From an optimization exercise on the open Yosys and OpenROAD flow, aimed at small area, a short achievable clock period and few clock cycles; shortcuts taken in it are not production practice. In this exercise RTL edits were held to simulation tests only and were not proved equivalent to the original. Power and IR drop assume default switching activity.

### flow/run.sh
#!/bin/bash
# synth_recipe.tcl (not shown) runs the flow's synth.tcl, then flattens the netlist and writes it again
# the make line also repeats each setting of config.mk as NAME=value (left out here)
make -C /OpenROAD-flow-scripts/flow DESIGN_CONFIG=/design/flow/config.mk WORK_HOME=/design/flow/orfs CLKGATE_MAP_FILE= SYNTH_SCRIPT=/design/flow/synth_recipe.tcl finish
### flow/config.mk
export PLATFORM = sky130hd
export DESIGN_NAME = coreabc_ram_top
export DESIGN_NICKNAME = coreabc_ram_top
export VERILOG_FILES = /design/flow/design.v
export SDC_FILE = /design/flow/constraint.sdc
export NUM_CORES = 4
export LEC_CHECK = 0
export CAP_MARGIN = 20
export CORE_MARGIN = 2
export CORE_UTILIZATION = 40
export SLEW_MARGIN = 20
### flow/constraint.sdc
create_clock -name core_clock -period 4.6 [get_ports {RWCLK}]
set_input_delay 0.9200 -clock core_clock [delete_from_list [all_inputs] [get_ports {RWCLK}]]
set_output_delay 0.9200 -clock core_clock [all_outputs]
set_load 0.01 [all_outputs]
### flow/design.v
package coreabc_ram_pkg;
  typedef enum logic {
    ST_CLEAR = 1'b0,
    ST_READY = 1'b1
  } state_e;
  function automatic int clog2(input int v);
    int r;
    r = 0;
    while ((1 << r) < v) r = r + 1;
    clog2 = r;
  endfunction
  function automatic bit param_ok(input int dw, input int aw, input int depth);
    param_ok = (dw > 0) && (dw % 8 == 0) && (depth >= 1) && (clog2(depth) <= aw);
  endfunction
endpackage
module coreabc_ram_param_array
#(
  parameter int DWIDTH   = 16,
  parameter int AWIDTH   = 8,
  parameter int DEPTH    = 256,
  parameter int RDW_MODE = 0
) (
  input  logic                clk,
  input  logic                rst_n,
  input  logic                we,
  input  logic [AWIDTH-1:0]   waddr,
  input  logic [DWIDTH/8-1:0] wbe,
  input  logic [DWIDTH-1:0]   wd,
  input  logic                re,
  input  logic                rclr,
  input  logic [AWIDTH-1:0]   raddr,
  output logic [DWIDTH-1:0]   rd
);
  localparam int NBE = DWIDTH / 8;
  logic [DWIDTH-1:0] mem [DEPTH];
  logic [DWIDTH-1:0] rdata;
  always_ff @(posedge clk) begin
    if (we)
      for (int i = 0; i < NBE; i++)
        if (wbe[i]) mem[waddr][8*i +: 8] <= wd[8*i +: 8];
  end
  always_comb begin
    rdata = mem[raddr];
    if (RDW_MODE != 0 && we && waddr == raddr)
      for (int i = 0; i < NBE; i++)
        if (wbe[i]) rdata[8*i +: 8] = wd[8*i +: 8];
  end
  always_ff @(posedge clk or negedge rst_n) begin
    if (!rst_n)  rd <= '0;
    else if (re) rd <= rclr ? '0 : rdata;
  end
endmodule
module coreabc_ram_param
#(
  parameter int DWIDTH         = 16,
  parameter int AWIDTH         = 8,
  parameter int DEPTH          = 256,
  parameter int RDW_MODE       = 0,
  parameter int OUT_REG        = 0,
  parameter int CLEAR_ON_RESET = 1
) (
  input  logic               RWCLK,
  input  logic               RESETN,
  input  logic               WEN,
  input  logic               REN,
  input  logic [AWIDTH-1:0]  WADDR,
  input  logic [AWIDTH-1:0]  RADDR,
  input  logic [DWIDTH-1:0]  WD,
  input  logic [DWIDTH/8-1:0] WBE,
  output logic [DWIDTH-1:0]  RD,
  output logic               RVALID,
  output logic               BUSY
);
  localparam int               NBE    = DWIDTH / 8;
  localparam int               STAGES = (OUT_REG != 0) ? 1 : 0;
  localparam logic [AWIDTH:0]  LAST   = (AWIDTH+1)'(DEPTH - 1);
  if (!coreabc_ram_pkg::param_ok(DWIDTH, AWIDTH, DEPTH)) begin : g_bad_params
    $error("coreabc_ram_param: illegal DWIDTH/AWIDTH/DEPTH combination");
  end
  coreabc_ram_pkg::state_e state;
  logic              busy;
  logic [AWIDTH:0]   clr_cnt;
  logic              wa_ok, ra_ok, wr_acc, rd_acc;
  logic              arr_we;
  logic [AWIDTH-1:0] arr_waddr;
  logic [DWIDTH-1:0] arr_wd, arr_rd;
  logic [NBE-1:0]    arr_wbe;
  logic [STAGES:0]   vld_pipe;
  if (DEPTH == (1 << AWIDTH)) begin : g_full
    assign wa_ok = 1'b1;
    assign ra_ok = 1'b1;
  end else begin : g_part
    assign wa_ok = ({1'b0, WADDR} < LAST + 1'b1);
    assign ra_ok = ({1'b0, RADDR} < LAST + 1'b1);
  end
  always_ff @(posedge RWCLK or negedge RESETN) begin
    if (!RESETN) begin
      state   <= (CLEAR_ON_RESET != 0) ? coreabc_ram_pkg::ST_CLEAR : coreabc_ram_pkg::ST_READY;
      busy    <= (CLEAR_ON_RESET != 0);
      clr_cnt <= '0;
    end else if (state == coreabc_ram_pkg::ST_CLEAR) begin
      clr_cnt <= clr_cnt + 1'b1;
      if (clr_cnt == LAST) begin
        state <= coreabc_ram_pkg::ST_READY;
        busy  <= 1'b0;
      end
    end
  end
  assign wr_acc    = !busy && WEN && wa_ok;
  assign rd_acc    = !busy && REN;
  assign arr_we    = busy || wr_acc;
  assign arr_waddr = busy ? clr_cnt[AWIDTH-1:0] : WADDR;
  assign arr_wd    = busy ? '0 : WD;
  assign arr_wbe   = busy ? '1 : WBE;
  coreabc_ram_param_array #(
    .DWIDTH(DWIDTH), .AWIDTH(AWIDTH), .DEPTH(DEPTH), .RDW_MODE(RDW_MODE)
  ) u_array (
    .clk  (RWCLK),
    .rst_n(RESETN),
    .we   (arr_we),
    .waddr(arr_waddr),
    .wbe  (arr_wbe),
    .wd   (arr_wd),
    .re   (rd_acc),
    .rclr (!ra_ok),
    .raddr(RADDR),
    .rd   (arr_rd)
  );
  always_ff @(posedge RWCLK or negedge RESETN) begin
    if (!RESETN) vld_pipe <= '0;
    else begin
      vld_pipe[0] <= rd_acc;
      for (int i = 1; i <= STAGES; i++) vld_pipe[i] <= vld_pipe[i-1];
    end
  end
  if (OUT_REG != 0) begin : g_oreg
    logic [DWIDTH-1:0] rd_q;
    always_ff @(posedge RWCLK or negedge RESETN) begin
      if (!RESETN)          rd_q <= '0;
      else if (vld_pipe[0]) rd_q <= arr_rd;
    end
    assign RD = rd_q;
  end else begin : g_noreg
    assign RD = arr_rd;
  end
  assign RVALID = vld_pipe[STAGES];
  assign BUSY   = busy;
endmodule
module coreabc_ram_top (
  input  logic        RWCLK,
  input  logic        RESETN,
  input  logic        WEN,
  input  logic        REN,
  input  logic [7:0]  WADDR,
  input  logic [7:0]  RADDR,
  input  logic [15:0] WD,
  input  logic [1:0]  WBE,
  output logic [15:0] RD,
  output logic        RVALID,
  output logic        BUSY
);
  coreabc_ram_param #(
    .DWIDTH(16), .AWIDTH(8), .DEPTH(200),
    .RDW_MODE(1), .OUT_REG(0), .CLEAR_ON_RESET(1)
  ) u_ram (
    .RWCLK (RWCLK),
    .RESETN(RESETN),
    .WEN   (WEN),
    .REN   (REN),
    .WADDR (WADDR),
    .RADDR (RADDR),
    .WD    (WD),
    .WBE   (WBE),
    .RD    (RD),
    .RVALID(RVALID),
    .BUSY  (BUSY)
  );
endmodule
==> impl_metrics.ini <==
[run_status]
status = no timing/DRC/antenna violations

[clocking]
path_clk_slew_ps = 60
clock-sinks = 3228
ctsLongestPathBuffers = 4
postCtsSetupRepairBufs = 0
cts_max_level = 5
numCtsBuffers = 323
root_buffer = clkbuf_16
ctsResizeCount = 0
insertion_delay_ps = 890
holdBufCountCts = 0
cts_tree = yes

[logic_synthesis]
synth_most_common_cell = edfxtp_1
syn_area_sq_um = 127000
synth.top_cells.by_count = edfxtp_1 (3200), mux4_2 (597), nor2_1 (441), mux2i_1 (335), nand2_1 (187)
synth_edf_count = 3200
yosys_warnings = 2
syn_avg_cell_area_sq_um = 20.7
async_flop_share = 0.00867
ys_seq_area_frac = 0.762
syn-instance-count = 6131
ys.flop_type = edfxtp_1
yosysTopAreaCellShare = 0.756
yosysUniqueCellTypes = 86
synth.top_cells.by_area = edfxtp_1 (76%), mux4_2 (11%), mux2i_1 (2.6%)
synth_seq_cells = 3228
yosys.area.top_type = edfxtp_1
syn_nets = 6170

[drt]
first_pass_iters = 6
ant_nets = 0
avgViaCountPerCell = 5.87
drt_iter0_markers = 9104
vias = 66900
routedWlPerCell_um = 31.9
drc = 0
totalWireLength_um = 364000

[sta]
setup_viol = 0
tightest_slew_ps = 1220
slew_viol_final = 0
min_period_over_period = 0.867
fmax_ghz = 0.251
max_slew_margin = 0.190
period_needed_ps = 3990
fin_skew_ps = 35.6
rsz0062_at_grt = false
finalHoldViolCount = 0

[pwr]
leakagePower_nw = 48.2
power-per-cell-area_nw_per_um2 = 417
ir_worst_vdd_mv = 0.349
fin_total_pwr_mw = 61.7

[grt]
overflow = 0
grt.total_usage = 0.222
grt_max_degree = 113
antenna_found_initial = 10
grt_use_met3 = 0.0414
grt_pass1_wl_um = 512000
first_global_vias = 67000
top_usage_layer = met2
use_met2 = 0.355
grtUsageMet1 = 0.307

[floorplan]
num_rows = 206
io_pins = 56
die_w_um = 568
start_util = 0.403
dieArea_sq_um = 322000
coreArea_sq_um = 315000
fp.dieH_um = 568

[cells_and_area]
area_delta_synth_final_pct = 16.4
drive_above_1_share = 0.276
fillers = 26100
nets = 7018
fin_cells = 11400

[setup_path]
critical_path_arrival_ps = 4560
path_class = reg2reg
crit_path_end_kind = register
cp_max_fo = 31
required_ps = 5170
cp-start-kind = register

[place]
place.detailed.hpwl_um = 232000
gp_congestion = 0.898
place_inst = 10800
io_buffers = 55

[worst_hold_path]
hp-class = in2async

[flow_run]
maxCapViolCount = 0
-- critical path: stages, from the launching register on --
cell	delay, ps
dfstp_2	730
buf_4	560
mux2i_1	310
buf_4	200
nand2b_1	90
nor2_1	350
buf_4	250
nand2_1	520
nor2_1	400
buf_4	250
-- area by class of cell --
type | count | area [sq um] | share of cell area
repair buffers | 910 | 8190 | 0.0554
diodes | 8 | 20.0 | 0.000135
multi-input cells | 2502 | 27500 | 0.186
well taps | 4160 | 5200 | 0.0352
clock inverters | 181 | 1680 | 0.0114
flip-flops and latches | 3228 | 96800 | 0.654
clock buffers | 397 | 8500 | 0.0574
inverters | 14 | 60.1 | 0.000406
-- metal layers --
| metal | wire [um] | vias to the layer above |
|---|---|---|
| li1 | - | 27300 |
| met1 | 146000 | 35700 |
| met2 | 174000 | 3442 |
| met3 | 30900 | 580 |
| met4 | 13000 | 8 |
| met5 | 43 | - |
-- cell families (layout without fill, tap and decap cells) --
| kind of cell | after synthesis | in the layout | share of synthesized area |
|---|---|---|---|
| DFF | 3228 | 3228 | 0.762 |
| adders and majority gates | 1 | 1 | 0.0000985 |
| and+or+nand+nor | 811 | 811 | 0.0273 |
| other | 0 | 8 | 0 |
| xor gates and xnor gates | 16 | 16 | 0.00110 |
| muxes | 1018 | 1018 | 0.149 |
| buffers and inverters | 401 | 1502 | 0.0241 |
| AOI/OAI and AO/OA | 656 | 656 | 0.0369 |
-- stage by stage --
step | worst slack [ps] | hold WS [ps] | setup TNS (ps) | area [sq um] | utilization
floorplan | -2340 | 446 | -1880730 | 127000 | -
detailed placement | 196 | 473 | 0 | 138000 | 0.437
global route | 460 | 207 | 0 | 148000 | 0.469
CTS | 563 | 163 | 0 | 148000 | 0.469
global placement | 58.7 | 472 | 0 | 138000 | 0.436
finish | 610 | 190 | 0 | 148000 | 0.469
-- sequential cells by signal, summed over array words and instances (netlist names) --
signal             cells
u_ram.u_array.mem   3200
u_ram.u_array.rd      16
u_ram.busy             1
u_ram.clr_cnt          9
u_ram.vld_pipe         1
u_ram.state            1
-- path summary, 6_finish.rpt --
| path | slack, ps | to | depth (start not counted) | start |
|---|---|---|---|---|
| max reg2reg | 610 | u_ram.u_array.mem[86][9]$_DFFE_PP_ | 9 | u_ram.busy$_DFFE_PN1P_ |
| min | 190 | u_ram.clr_cnt[0]$_DFFE_PN0N_ | 1 | RESETN |
| min in group core_clock | 500 | u_ram.clr_cnt[8]$_DFFE_PN0N_ | 1 | u_ram.clr_cnt[8]$_DFFE_PN0N_ |
| max | 610 | u_ram.u_array.mem[86][9]$_DFFE_PP_ | 9 | u_ram.busy$_DFFE_PN1P_ |
| max in group asynchronous | 3750 | u_ram.u_array.rd[12]$_DFFE_PN0P_ | 1 | RESETN |
| min reg2reg | 500 | u_ram.clr_cnt[8]$_DFFE_PN0N_ | 1 | u_ram.clr_cnt[8]$_DFFE_PN0N_ |
-- power breakdown --
part | total [mW] | leakage (nW) | internal (mW) | switching, mW
clock | 25.8 | 4.96 | 14.8 | 11.0
combinational | 3.47 | 14.1 | 1.20 | 2.27
sequential | 32.4 | 29.1 | 32.3 | 0.0456
total | 61.7 | 48.2 | 48.3 | 13.4
-- cell usage in the layout (no fill, tap or decap), types with 18 or more instances in the layout --
master,count
nand2b_1,25
bufinv_16,29
a31oi_1,32
a211oi_1,20
edfxtp_1,3200
mux4_1,75
clkinv_2,49
clkbuf_16,328
o21ai_0,76
buf_4,760
mux4_2,597
nand2_1,170
inv_6,18
mux2i_1,335
buf_12,94
nand3_1,28
o22ai_1,31
a221oi_1,86
o31ai_1,33
a221o_1,25
o221ai_1,21
clkbuf_1,66
clkinv_1,68
a21oi_1,124
dfrtp_1,27
nor3_1,37
a22oi_1,105
nor2b_4,19
clkdlybuf4s50_1,47
nor2_1,438
Testbench counts, summed over its fixed seeds: cycles 32,000.

==> static timing again, ports no longer ideal <==
In the flow no input, the clock included, has a driving cell. The finished layout below was timed again as built, in two steps. Step 1 sets driving cells, clkbuf_16 on the clock port and buf_2 on the other inputs (assumed; they add their load-dependent delay and slew). Step 2 moves the port delays by t, midway between the first and last clock arrival at a register: inputs arrive t later, outputs are due t later. That takes back most of the time a late clock gives input paths. a / b / c = ideal ports / drivers / drivers and shift; a / b = the first two.
t (ns): 0.974
setup WS [ns]: 0.610 / 0.610 / 0.099
cell pins on the clock port's net: 1
After both steps this run still meets setup and hold. For this run, drivers alone change the setup slack by 0.000 ns; drivers and shift together by -0.511 ns.
